Source: an optimization exercise on an open RTL-to-GDS flow (aim: small area, a short achievable clock period and few clock cycles per item). Production flows keep margins and buffers that such runs may drop.
RTL that was checked went through simulation tests only; none was proved equivalent to the original.
For runs 2 and 3, only the layout was checked, not whether the RTL still works.

==> flow/design.v (outline; a module is shown in full before it is edited, if it fits) <==
// module cordic_park_engine: 2770 lines
module cordic_park_engine #(
  parameter int WIDTH       = 16,
  parameter int ANGLE_WIDTH = 16,
  parameter int ITERATIONS  = 14,
  parameter int GUARD_BITS  = 3,
  parameter int GAIN_BITS   = 15,
  parameter int TAG_WIDTH   = 2
) (
  input  logic                          clk,
  input  logic                          rst,
  input  logic                          in_valid,
  output logic                          in_ready,
  input  logic                          mode,
  input  logic signed [WIDTH-1:0]       in_x,
  input  logic signed [WIDTH-1:0]       in_y,
  input  logic [ANGLE_WIDTH-1:0]        angle,
  input  logic [TAG_WIDTH-1:0]          in_tag,
  output logic                          out_valid,
  input  logic                          out_ready,
  output logic signed [WIDTH-1:0]       out_x,
  output logic signed [WIDTH-1:0]       out_y,
  output logic [TAG_WIDTH-1:0]          out_tag,
  output logic                          busy
);
  // ...
==> flow/run.sh <==
#!/bin/bash
# synth_recipe.tcl (not shown) runs the flow's synth.tcl, then flattens the netlist and writes it again
# the make line also repeats each setting of config.mk as NAME=value (left out here)
make -C /OpenROAD-flow-scripts/flow DESIGN_CONFIG=/design/flow/config.mk WORK_HOME=/design/flow/orfs CLKGATE_MAP_FILE= SYNTH_SCRIPT=/design/flow/synth_recipe.tcl finish
==> flow/config.mk <==
export PLATFORM = sky130hd
export DESIGN_NAME = cordic_park_engine
export DESIGN_NICKNAME = cordic_park_engine
export VERILOG_FILES = /design/flow/design.v
export SDC_FILE = /design/flow/constraint.sdc
export NUM_CORES = 4
export LEC_CHECK = 0
export ABC_CLOCK_PERIOD_IN_PS = 5000
export CAP_MARGIN = 20
export CORE_MARGIN = 2
export CORE_UTILIZATION = 60
export CTS_BUF_LIST = sky130_fd_sc_hd__clkbuf_4 sky130_fd_sc_hd__clkbuf_8
export PLACE_DENSITY = 0.72
export SETUP_SLACK_MARGIN = 5
export SLEW_MARGIN = 20
==> flow/constraint.sdc <==
create_clock -name core_clock -period 10.0 [get_ports {clk}]
set_input_delay 2.0000 -clock core_clock [delete_from_list [all_inputs] [get_ports {clk}]]
set_output_delay 2.0000 -clock core_clock [all_outputs]
set_load 0.01 [all_outputs]
==> results by group, run 1 <==
Floorplanning
  – Starting Density: 60.4%
  – Row cnt: 113

STA
  – Min Tclk post-route: 4900 ps
  – Rel. slew slack: 38.8%

Outcome
  – Status: no timing/DRC/antenna violations

Setup path
  – Worst path arrival time: 2900 ps
  – Crit path max-delay family: buffers and inverters
  – Worst path bufs/invs: 2
  – Worst-path cell chain: dlygate4sd2_1 -> nand2b_4 -> and2_4 -> dlygate4sd2_1

Layout
  – #MultiIn Comb: 3799
  – Fin cells: 7030
  – Final net count: 7066
  – Clock network share of area: 2.84%

GRT
  – First-pass GRT wire length: 204 mm
  – M1 GR Usage: 30.3%
  – Met2 Use GR: 48.3%
  – Gr busiest metal: met2

Synthesis
  – Adder-cell share of the synthesized area: 37.1%
  – Post-synthesis mux area share: 0.882%
  – Mapped Area: 57300 um2
  – Post-Syn Instances: 5467
  – Synth async-reset ratio: 1.86%
  – Post-synthesis sequential area ratio: 25.2%

Min path
  – Worst Hold Depth: 0

Clock network
  – Post-CTS Setup Inserts: 34
  – Hold buffers post-CTS: 0

Placement
  – Area after DPL: 59800 um2

Drt
  – Total Wirelength: 126 mm
Testbench counts, summed over its fixed seeds: cycles 2,472, items 2,400.
==> run 2: changes to the inputs <==
--- a/flow/design.v
+++ b/flow/design.v
@@ -2739,32 +2739,18 @@
     if (r[17:15] == 3'b000 || r[17:15] == 3'b111) sat18 = r[15:0];
     else if (r[17]) sat18 = 16'h8000;
     else sat18 = 16'h7fff;
   endfunction
   wire [18:0] r8x = {ha7x_q, 1'b1} + {hb7x_q, c7x_q};
   wire [18:0] r8y = {ha7y_q, 1'b1} + {hb7y_q, c7y_q};
   wire [15:0] rx = sat18(r8x[18:1]);
   wire [15:0] ry = sat18(r8y[18:1]);
-  logic        ov_q;
-  logic [15:0] ox_q, oy_q;
-  logic [1:0]  ot_q;
-  logic        vin;
-  assign en  = !ov_q || out_ready;
+  logic vin;
   assign vin = v_q[7];
-  always_ff @(posedge clk or posedge rst) begin
-    if (rst) ov_q <= 1'b0;
-    else if (en) ov_q <= vin;
-  end
-  always_ff @(posedge clk) begin
-    if (en && vin) begin
-      ox_q <= rx;
-      oy_q <= ry;
-      ot_q <= t_q[7];
-    end
-  end
+  assign en  = !vin || out_ready;
   assign in_ready  = en && !rst;
-  assign out_valid = ov_q;
-  assign busy      = (|v_q) | ov_q;
-  assign out_x     = ox_q;
-  assign out_y     = oy_q;
-  assign out_tag   = ot_q;
+  assign out_valid = vin;
+  assign busy      = |v_q;
+  assign out_x     = rx;
+  assign out_y     = ry;
+  assign out_tag   = t_q[7];
 endmodule
==> results by group, run 2 <==
STA
  – Setup Viol. Count Final: 0
  – Hold Vio Cnt, Final: 0
  – Final Max Tran Viols: 0
  – Clock skew: 41.2 ps
  – Min Tclk post-route: 5560 ps (+657 ps)
  – RSZ-0062 raised after global routing: true
  – Rel. slew slack: 28.0% (-11 points)
  – Fmax: 0.180 GHz
  – Setup TNS: 0 ps
  – Slew @ Worst Pin: 1080 ps
  – Final period util: 55.6%

Synthesis
  – Avg Inst Size Synth: 10.4 um2
  – Syn Nets: 6794
  – Most common library cells after synthesis: inv_1 (1091), ha_1 (675), fa_1 (640), xnor2_1 (568), edfxtp_1 (440)
  – Dominant cell type by area after synthesis: edfxtp_1
  – Synth Warn #: 2
  – Mapped Area: 56200 um2 (-1.8%)
  – Cell variety after synth: 82
  – Most common cell in the netlist: inv_1
  – Post-Syn Instances: 5424 (-0.79%)
  – Post-synthesis sequential area ratio: 23.9% (-1.4 points)
  – EDFF count, synth: 440
  – Flops & latches, synth: 448
  – Synth async-reset ratio: 1.79% (-0.078 points)
  – Synth top area share: 23.5%
  – Top post-synthesis cells by area: edfxtp_1 (23%), fa_1 (23%), ha_1 (15%), xnor2_1 (8.8%), inv_1 (7.3%)
  – Dominant synthesized flop cell: edfxtp_1

GRT
  – Antenna violations before repair: 4
  – Global Route Usage Sum: 26.9%
  – Pin count of the biggest net entering global routing: 171
  – Grt total ovfl: 0
  – Vias in the first global route: 39800
  – First-pass GRT wire length: 203 mm (-0.18%)

Setup path
  – Worst R2R End: y6_q[20]
  – Reg2Reg Setup Slack: 4940 ps
  – WP data required: 8000 ps
  – FF-to-FF path depth: 22
  – Crit path max-delay family: compound AO/OA/AOI/OAI gates
  – Worst path bufs/invs: 2 (unchanged)
  – Startpoint types: register
  – Critical Path Max Stage Delay: 430 ps
  – R2r startpoint: p5_q
  – CP max FO: 6
  – Critical path class: register to primary output
  – Critical path endpoint category: primary output
  – Critical path's slowest cell: edfxtp_1
  – Worst path arrival time: 3560 ps (+660 ps)
  – Worst-path cell chain: ha_4 -> nor2b_4 -> o31ai_4 -> a21oi_2 -> a311oi_2 -> o21ai_2 -> a221o_1 -> a21o_4 -> buf_6 -> a21oi_4 -> o21ai_1 -> buf_2

Clock network
  – Clock transition at path regs: 60 ps
  – Worst-skew pair later-pin latency: 760 ps
  – H-tree depth: 3
  – Clk buf depth: 3
  – Hold buffers post-CTS: 0 (unchanged)
  – CTS tree: built
  – Clock sinks: 448
  – TritonCTS buffer count: 84
  – Root Buffer: clkbuf_8

Min path
  – Worst Hold Class: register to register
  – Hold Path Origin: t_q[3][0]
  – Hold Path Sink: t_q[4][0]
  – Worst Hold Depth: 0 (unchanged)

Placement
  – DPL Wire Length: 99.4 mm
  – Count of buffers from port buffering: 91
  – GP Congestion: 0.906

Layout
  – Layout cells sized above 1: 10.0%
  – Commonest non-fill, non-tap cell in the layout: inv_1
  – Synthesis-to-layout area growth: 12.1%
  – Final net count: 7042 (-0.34%)
  – Most frequent cells in the layout: inv_1 (1081), ha_1 (658), fa_1 (632)

Drt
  – Total Wirelength: 127 mm (+0.81%)
  – # DRC: 0
  – First-pass DRT Iterations: 6
  – Detailed-route vias per instance: 5.46
  – Via count: 38300
  – DRT iter0 DRCs: 2024
  – Routed WL per cell: 18.2 um
  – Post-route ant nets: 0

Floorplanning
  – Core area: 93000 um2
  – Die extent in x: 310 um
  – Row cnt: 112 (-0.88%)
  – DIE HEIGHT: 310 um
  – I/O pin count: 92
  – Die ar.: 96200 um2
  – Starting Density: 60.4% (about the same)

Outcome
  – Status: no timing/DRC/antenna violations

Flow run
  – Number of max-cap violations: 0
## run 2: cell types whose count changed in the layout (fill, tap and decap cells not counted), sizes merged, moves of 12 or more
cell and delta:
xnor2 +16, buf +58, clkdlybuf4s50 -31, a21oi +13
a21o +23, nand3 -12, edfxtp -34, nand2b -13
nor2b +18
## run 2: worst max-delay path by stage
stage / start / end / slack [ps] / cells after the start
floorplan: out_ready / in_ready / 4400 / 3
global placement: angle[4] / n0_q[6] / 4080 / 17
detailed placement: angle[4] / n0_q[6] / 3990 / 17
CTS: hb7y_q[5] / out_y[12] / 4420 / 12
global route: ha7x_q[7] / out_x[8] / 4310 / 12
finish: hb7x_q[1] / out_x[12] / 4440 / 12
## run 2: layout make-up
cell class	count	area (um2)
antenna	7	17.5
sequential	448	13400
clock inverter	42	370
tap	1254	1570
clock buffer	112	1390
fill	7194	30000
inverter	1091	4110
timing repair buffer	251	2400
multi-input combinational	3796	39800
## run 2: logic make-up after synthesis
kind of cell	synth area share [%]
adder cells (fa/ha/maj)	37.8
buffers and inverters	7.94
AO/OA/AOI/OAI	10.4
XOR/XNOR	13.4
AND/OR/NAND/NOR	5.74
flip-flops	23.9
multiplexers	0.825
## run 2: repair_timing
action | 4_1_cts | 5_1_grt
cloned | 8 | 7
buffers inserted | 61 | 63
pin swaps | 64 | 89
gates resized for setup | 278 | 162
endpoints found under the setup margin | 86 | 100
## run 2: per-stage QoR
stage	hold slack [ps]	std cells	instance area [um2]	setup slack, ps	utilization (%)
floorplan	400	5424	56400	4400	-
global placement	401	6701	58700	4080	63.1
detailed placement	405	6701	58700	3990	63.1
CTS	413	6924	61500	4420	66.1
global route	420	7000	63000	4310	67.7
finish	410	7001	63000	4440	67.8
## run 2: routing by layer
| layer | vias to the layer above | share of wire, % | GRT usage [%] |
|---|---|---|---|
| li1 | 18300 | - | - |
| met1 | 19000 | 41 | 32.5 |
| met2 | 737 | 52 | 48.6 |
| met3 | 258 | 3.8 | 3.42 |
| met4 | 2 | 3.8 | 10.6 |
| met5 | - | 0.0086 | 0 |
==> run 3: changes to the inputs <==
--- a/flow/config.mk
+++ b/flow/config.mk
@@ -6,5 +6,5 @@
 export NUM_CORES = 4
 export LEC_CHECK = 0
-export ABC_CLOCK_PERIOD_IN_PS = 5000
+export ABC_CLOCK_PERIOD_IN_PS = 4500
 export CAP_MARGIN = 20
 export CORE_MARGIN = 2
==> results by group, run 3 <==
Setup path
  – R2r startpoint: p5_q
  – WP data required: 8000 ps (about the same)
  – WP depth: 12 (unchanged)
  – Worst setup startpoint: hb7x_q[1]
  – Crit path max-delay family: compound AO/OA/AOI/OAI gates
  – Critical path endpoint category: primary output
  – Worst R2R End: y6_q[20]
  – Worst path bufs/invs: 2 (unchanged)
  – Critical path's slowest cell: edfxtp_1
  – FF-to-FF path depth: 22 (unchanged)
  – Reg2Reg Setup Slack: 4940 ps (about the same)
  – Startpoint types: register
  – CP max FO: 6 (unchanged)
  – Critical Path Max Stage Delay: 430 ps (about the same)
  – Worst path arrival time: 3560 ps (about the same)
  – Setup crit end: out_x[12]
  – Worst-path cell chain: ha_4 -> nor2b_4 -> o31ai_4 -> a21oi_2 -> a311oi_2 -> o21ai_2 -> a221o_1 -> a21o_4 -> buf_6 -> a21oi_4 -> o21ai_1 -> buf_2
  – Critical path class: register to primary output

Clock network
  – Worst-skew pair later-pin latency: 760 ps (about the same)
  – CTS tree: built
  – TritonCTS buffer count: 84 (unchanged)
  – Clock sinks: 448 (unchanged)
  – Clk buf depth: 3 (unchanged)
  – H-tree depth: 3 (unchanged)
  – Clock transition at path regs: 60 ps (about the same)
  – Hold buffers post-CTS: 0 (unchanged)
  – Root Buffer: clkbuf_8

Floorplanning
  – Row cnt: 112 (unchanged)
  – Core area: 93000 um2 (unchanged)
  – Die ar.: 96200 um2 (unchanged)
  – Die extent in x: 310 um (unchanged)
  – DIE HEIGHT: 310 um (unchanged)
  – Starting Density: 60.4% (unchanged)
  – I/O pin count: 92 (unchanged)

Placement
  – Post-Place Cells: 6701 (unchanged)
  – DPL Wire Length: 99.4 mm (unchanged)
  – GP Congestion: 0.906 (unchanged)
  – Count of buffers from port buffering: 91 (unchanged)

Min path
  – Worst Hold Class: register to register

Drt
  – # DRC: 0 (unchanged)
  – Via count: 38300 (unchanged)
  – First-pass DRT Iterations: 6 (unchanged)
  – DRT iter0 DRCs: 2024 (unchanged)
  – Detailed-route vias per instance: 5.46 (unchanged)
  – Routed WL per cell: 18.2 um (unchanged)
  – Post-route ant nets: 0 (unchanged)
  – Total Wirelength: 127 mm (unchanged)

GRT
  – Pin count of the biggest net entering global routing: 171 (unchanged)
  – First-pass GRT wire length: 203 mm (unchanged)
  – Grt total ovfl: 0 (unchanged)
  – Global Route Usage Sum: 26.9% (unchanged)
  – Vias in the first global route: 39800 (unchanged)
  – Antenna violations before repair: 4 (unchanged)

Synthesis
  – Syn Nets: 6794 (unchanged)
  – Mapped Area: 56200 um2 (unchanged)
  – Dominant cell type by area after synthesis: edfxtp_1
  – Most common cell in the netlist: inv_1
  – Flops & latches, synth: 448 (unchanged)
  – Dominant synthesized flop cell: edfxtp_1
  – Synth Warn #: 2 (unchanged)
  – Post-synthesis sequential area ratio: 23.9% (unchanged)
  – Post-Syn Instances: 5424 (unchanged)
  – Cell variety after synth: 82 (unchanged)
  – Synth async-reset ratio: 1.79% (unchanged)
  – Synth top area share: 23.5% (unchanged)
  – Top post-synthesis cells by area: edfxtp_1 (23%), fa_1 (23%), ha_1 (15%), xnor2_1 (8.8%), inv_1 (7.3%)
  – EDFF count, synth: 440 (unchanged)
  – Avg Inst Size Synth: 10.4 um2 (unchanged)
  – Most common library cells after synthesis: inv_1 (1091), ha_1 (675), fa_1 (640), xnor2_1 (568), edfxtp_1 (440)

Layout
  – Synthesis-to-layout area growth: 12.1% (unchanged)
  – Commonest non-fill, non-tap cell in the layout: inv_1
  – FILL cells: 7194 (unchanged)
  – Final net count: 7042 (unchanged)
  – Layout cells sized above 1: 10.0% (unchanged)
  – Fin cells: 7001 (unchanged)
  – Most frequent cells in the layout: inv_1 (1081), ha_1 (658), fa_1 (632)

STA
  – RSZ-0062 raised after global routing: true
  – Rel. slew slack: 28.0% (unchanged)
  – Final period util: 55.6% (unchanged)
  – Final Max Tran Viols: 0 (unchanged)
  – Clock skew: 41.2 ps (unchanged)
  – Fmax: 0.180 GHz (unchanged)
  – Setup Viol. Count Final: 0 (unchanged)
  – Setup TNS: 0 ps (unchanged)
  – Hold Vio Cnt, Final: 0 (unchanged)
  – Min Tclk post-route: 5560 ps (unchanged)
  – Slew @ Worst Pin: 1080 ps (unchanged)

Outcome
  – Status: no timing/DRC/antenna violations

Flow run
  – Number of max-cap violations: 0 (unchanged)
-- run 3: cell counts after synthesis --
No cell type changed its count.
-- run 3: worst min-delay path by stage --
stage / from / end / slack [ps] / cells after the start
after global placement: t_q[5][1] / t_q[6][1] / 400 / 0
after detailed placement: t_q[2][1] / t_q[3][1] / 400 / 0
after floorplan: t_q[0][0] / t_q[1][0] / 400 / 0
after CTS: t_q[3][0] / t_q[4][0] / 410 / 0
after global routing: t_q[6][0] / t_q[7][0] / 420 / 0
final: t_q[3][0] / t_q[4][0] / 410 / 0
-- run 3: final cells by class --
class	count	area [um2]	share of cell area [%]
diodes	7	17.5	0.0278
multi-input cells	3796	39800	63.1
well taps	1254	1570	2.49
inverters	1091	4110	6.52
flip-flops and latches	448	13400	21.3
clock inverters	42	370	0.587
clock buffers	112	1390	2.21
repair buffers	251	2400	3.80
-- run 3: per-stage QoR --
| stage | area (um2) | worst slack [ps] | hold WS (ps) | utilization (%) |
|---|---|---|---|---|
| after floorplan | 56400 | 4400 | 400 | - |
| after global placement | 58700 | 4080 | 401 | 63.1 |
| after detailed placement | 58700 | 3990 | 405 | 63.1 |
| after CTS | 61500 | 4420 | 413 | 66.1 |
| after global routing | 63000 | 4310 | 420 | 67.7 |
| final | 63000 | 4440 | 410 | 67.8 |
-- run 3: metal layers --
metal	track usage, %	share of wire (%)	up-vias
li1	-	-	18300
met1	32.5	41	19000
met2	48.6	52	737
met3	3.42	3.8	258
met4	10.6	3.8	2
met5	0	0.0086	-
-- run 3: logic make-up (layout without fill, tap and decap cells) --
family	count (synthesis)	in the layout	share of synthesized area [%]
adder cells (fa/ha/maj)	1315	1315	37.8
multiplexers	45	45	0.825
buffers and inverters	1186	1496	7.94
XOR/XNOR	861	862	13.4
AO/OA/AOI/OAI	904	907	10.4
other	0	7	0
AND/OR/NAND/NOR	665	667	5.74
flip-flops	448	448	23.9
-- run 3: what timing repair did --
action | in CTS | in global routing
cloned | 8 | 7
setup buffers | 61 | 63
gates resized for setup | 278 | 162
endpoints found under the setup margin | 86 | 100
pin swaps | 64 | 89

==> static timing again, ports no longer ideal <==
The flow's constraints put no driver on any port. The routed layouts listed below were extracted and timed again, unchanged, in two steps.
Step 1: set_driving_cell puts a clkbuf_16 on clk and a buf_2 on each other input, an assumption about the parent block.
Step 2, shift: input delay + t, output delay - t, t = (earliest + latest rising clock arrival at the registers) / 2. This alone moves slack from input paths to output paths.
Slacks: ideal ports / drivers / drivers and shift; pairs: ideal ports / drivers.
run	shift t [ns]	slack for setup (ns)	pins driven straight from the clock port
run 1	0.811	5.098 / 5.079 / 4.397	1
run 2	0.799	4.441 / 4.377 / 4.354	1
run 3	0.799	4.441 / 4.377 / 4.354	1
After both steps setup and hold are still met in every run listed. The setup slack of run 1, which loses most, moves by -0.019 ns with the drivers and by -0.701 ns with both steps.
